What follows belongs to an exercise in optimizing a design on an open flow for small area, a short achievable clock period and few clock cycles per item; a production flow would make more cautious choices. Where RTL was checked, it was by simulation tests only, not by an equivalence proof against the original.

// conv_stream_mc
module conv_stream_mc
#(
  parameter int WORD_LENGTH = conv_pkg::WORD_LENGTH_DEF,
  parameter int ACC_WIDTH   = conv_pkg::ACC_WIDTH_DEF,
  parameter int IMAGE_SIZE  = conv_pkg::IMAGE_SIZE_DEF,
  parameter int KERNEL_SIZE = conv_pkg::KERNEL_SIZE_DEF,
  parameter int STRIDE      = conv_pkg::STRIDE_DEF,
  parameter int OUT_CH      = conv_pkg::OUT_CH_DEF
) (
  input  logic                                            clk,
  input  logic                                            rst,
  input  logic                                            weight_load,
  input  logic [OUT_CH*KERNEL_SIZE*KERNEL_SIZE*WORD_LENGTH-1:0] weight_value,
  input  logic [OUT_CH*ACC_WIDTH-1:0]                     bias_value,
  input  logic                                            relu_en,
  input  logic                                            in_valid,
  output logic                                            in_ready,
  input  logic [WORD_LENGTH-1:0]                          data_in,
  output logic                                            out_valid,
  input  logic                                            out_ready,
  output logic [OUT_CH*ACC_WIDTH-1:0]                     data_out,
  output logic [conv_pkg::IDX_WIDTH-1:0]                  out_row,
  output logic [conv_pkg::IDX_WIDTH-1:0]                  out_col,
  output logic                                            frame_done
);
clock: 20.0 ns
lec_check: 0
cap_margin: 20
core_margin: 2
core_utilization: 55
cts_cluster_diameter: 100
cts_cluster_size: 26
slew_margin: 60
synth_hierarchical: 1
synth_minimum_keep_size: 0
standard.sh (not shown) runs the stock make flow with config.mk's settings and CLKGATE_MAP_FILE= SYNTH_SCRIPT=/design/flow/synth_recipe.tcl, a recipe that flattens the netlist after the stock synthesis.
==> flow/flow/run.sh <==
#!/bin/bash
export BUFFER_PORTS_ARGS="-buffer_cell sky130_fd_sc_hd__buf_1"
bash standard.sh SETUP_SLACK_MARGIN=14.68 finish > standard.log 2>&1
Testbench counts at the start, summed over its fixed seeds: cycles 18,840, pixels 18,816.
Then changed:
==> flow/flow/run.sh (replaced) <==
#!/bin/bash
export BUFFER_PORTS_ARGS="-buffer_cell sky130_fd_sc_hd__buf_1"
bash standard.sh SETUP_SLACK_MARGIN=14.8 finish > standard.log 2>&1
Settings changed: CTS_CLUSTER_DIAMETER 100 to default, CTS_CLUSTER_SIZE 26 to default.
After rerunning: The changed run finished clean; wire length rises by 1.0%; utilization rose by 1.5 points; non-clock buffer count goes up by 56; global-route usage is higher by 0.34 points; die area stays the same; worst setup slack is worse by 0.019 ns; clock skew grows by 0.039 ns; final area goes up by 2.5%; synthesized cell count does not change.
Then changed:
Settings changed: CTS_CLUSTER_DIAMETER from default to 100, CTS_CLUSTER_SIZE from default to 26, PLACE_DENSITY from default to 0.75.
Setup slack got worse by 0.051 ns.
First-iteration DRC count climbs by 21%.
Design area decreases by 2.1%.
Fmax came out lower by 0.93%.
Non-clock buffer count increases by 11.
Core utilization drops by 1.3 points.
Critical path depth stays the same.
Hold slack improved by 0.017 ns.
Then changed:
Settings changed: CORE_UTILIZATION 55 to 68, CTS_CLUSTER_DIAMETER 100 to default, CTS_CLUSTER_SIZE 26 to default, PLACE_DENSITY 0.75 to default.
=>
- synthesized area is unchanged
- global-route usage rose by 9.6 points
- final cell count drops by 2.4%
Then changed:
Settings changed: CORE_UTILIZATION 68 to 55, CTS_BUF_LIST from default to sky130_fd_sc_hd__clkbuf_8 sky130_fd_sc_hd__clkbuf_16, CTS_CLUSTER_DIAMETER from default to 100, CTS_CLUSTER_SIZE from default to 26.
Result:
- sequential cell count is unchanged
- wire length decreases by 2.9%
- area after synthesis stays the same
- global-route usage decreases by 9.5 points
- setup slack improves by 0.042 ns
- cell area decreases by 1.4%
- die area increases by 23%
- cell count increases by 2.5%
- first-iteration DRC count decreases by 20%
- via count decreases by 5.0%

========
12-16:
Starting RTL as in the previous note.
==> flow/config.mk <==
export PLATFORM = sky130hd
export DESIGN_NAME = conv_stream_mc
export DESIGN_NICKNAME = conv_stream_mc
export VERILOG_FILES = /design/flow/design.v
export SDC_FILE = /design/flow/constraint.sdc
export NUM_CORES = 4
export LEC_CHECK = 0
export CAP_MARGIN = 20
export CORE_MARGIN = 2
export CORE_UTILIZATION = 55
export CTS_CLUSTER_DIAMETER = 100
export CTS_CLUSTER_SIZE = 26
export SLEW_MARGIN = 60
export SYNTH_HIERARCHICAL = 1
export SYNTH_MINIMUM_KEEP_SIZE = 0
==> flow/constraint.sdc <==
create_clock -name core_clock -period 20.0 [get_ports {clk}]
set_input_delay 4.0000 -clock core_clock [delete_from_list [all_inputs] [get_ports {clk}]]
set_output_delay 4.0000 -clock core_clock [all_outputs]
set_load 0.01 [all_outputs]
==> flow/flow/run.sh <==
#!/bin/bash
export BUFFER_PORTS_ARGS="-buffer_cell sky130_fd_sc_hd__buf_1"
bash standard.sh SETUP_SLACK_MARGIN=14.8 finish > standard.log 2>&1
In summary, 12-16 completed successfully, with a layout that passed the timing, DRC and antenna checks.
Testbench counts of 12-16, summed over its fixed seeds: cycles 18,840, pixels 18,816.
> inputs changed (12-16 -> 02-03)
- CORE_UTILIZATION changed from 55 to 65
--- outcome ---
[02-03 vs 12-16] final period demand of the worst path: lower in 02-03. The run showing the smaller post-route worst hold slack is 02-03. For the highest cell delay on the worst timing path, 02-03 came in 0.02 ns higher than 12-16 did.

========
build 23:
Another version of the RTL of conv_stream_mc (not shown whole).
Size: ~1,700 flip-flops, roughly 500 I/O pins, about 140,000 sq um of cells after synthesis.
clock: 20.0 ns
lec_check: 0
cap_margin: 20
core_margin: 2
core_utilization: 40
slew_margin: 60
synth_hierarchical: 1
synth_minimum_keep_size: 0
run.sh (not shown) runs the stock make flow with config.mk's settings and CLKGATE_MAP_FILE= SYNTH_SCRIPT=/design/flow/synth_recipe.tcl, a recipe that flattens the netlist after the stock synthesis.
Stock flow here: none of the scripts above is used.
Build 23: full flow OK, the timing, DRC and antenna checks passed
Changes in build 26 relative to build 23:
==> flow/flow/run.sh (new file) <==
#!/bin/bash
export BUFFER_PORTS_ARGS="-buffer_cell sky130_fd_sc_hd__buf_1"
bash standard.sh SETUP_SLACK_MARGIN=14.5 finish > standard.log 2>&1
==> flow/standard.sh (new file) <==
#!/bin/bash
# synth_recipe.tcl (not shown) runs the flow's synth.tcl, then flattens the netlist and writes it again
# the make line also repeats each setting of config.mk as NAME=value (left out here)
make -C /OpenROAD-flow-scripts/flow DESIGN_CONFIG=/design/flow/config.mk WORK_HOME=/design/flow/orfs CLKGATE_MAP_FILE= SYNTH_SCRIPT=/design/flow/synth_recipe.tcl "${@:-finish}"
removed: flow/run.sh
### Flow results
Taking build 23 as the reference, in build 26 arrival time of data at the critical path endpoint lower; post-layout minimum cycle time went down by 440 ps.
Setup WNS build 23 -> build 26: better
No run of this note included a check of the RTL's function; only the layout flow was run.

[what the ideal ports hide]
In the flow no input, the clock included, has a driving cell. The finished layouts below were timed again as built, in two steps. Step 1 (the two cells are an assumption about what drives the block):
set clk [get_ports {clk}]
set_driving_cell -lib_cell sky130_fd_sc_hd__clkbuf_16 $clk
set_driving_cell -lib_cell sky130_fd_sc_hd__buf_2 [delete_from_list [all_inputs] $clk]
Step 2, shift: input delay + t, output delay - t, t = (earliest + latest rising clock arrival at the registers) / 2. This alone moves slack from input paths to output paths. Slacks: no drivers / after step 1 / after step 2; pairs: no drivers / after step 1.
run	t (ns)	setup slack, ns	hold slack, ns	slew at the worst register clock pin (ns)
the first run of note 1	0.901	14.630 / 14.526 / 13.953	0.407 / 0.407 / 0.407	0.11 / 0.11
the second run of note 1	0.947	14.611 / 14.507 / 14.006	0.375 / 0.375 / 0.375	0.07 / 0.07
the third run of note 1	0.889	14.561 / 14.464 / 14.046	0.392 / 0.392 / 0.392	0.11 / 0.11
the fourth run of note 1	0.938	14.590 / 14.493 / 13.970	0.395 / 0.395 / 0.395	0.07 / 0.07
the fifth run of note 1	0.905	14.631 / 14.524 / 14.062	0.408 / 0.408 / 0.408	0.11 / 0.11
12-16	0.904	14.632 / 14.525 / 14.062	0.408 / 0.408 / 0.408	0.11 / 0.11
02-03	0.902	14.650 / 14.544 / 14.011	0.386 / 0.386 / 0.386	0.10 / 0.10
build 23	1.008	14.004 / 13.895 / 13.359	0.333 / 0.333 / 0.333	0.08 / 0.08
build 26	1.016	14.442 / 14.331 / 13.688	0.368 / 0.368 / 0.368	0.07 / 0.07
After both steps every run listed still meets setup and hold. The setup slack of build 26, which loses most, moves by -0.111 ns with the drivers and by -0.754 ns with both steps.
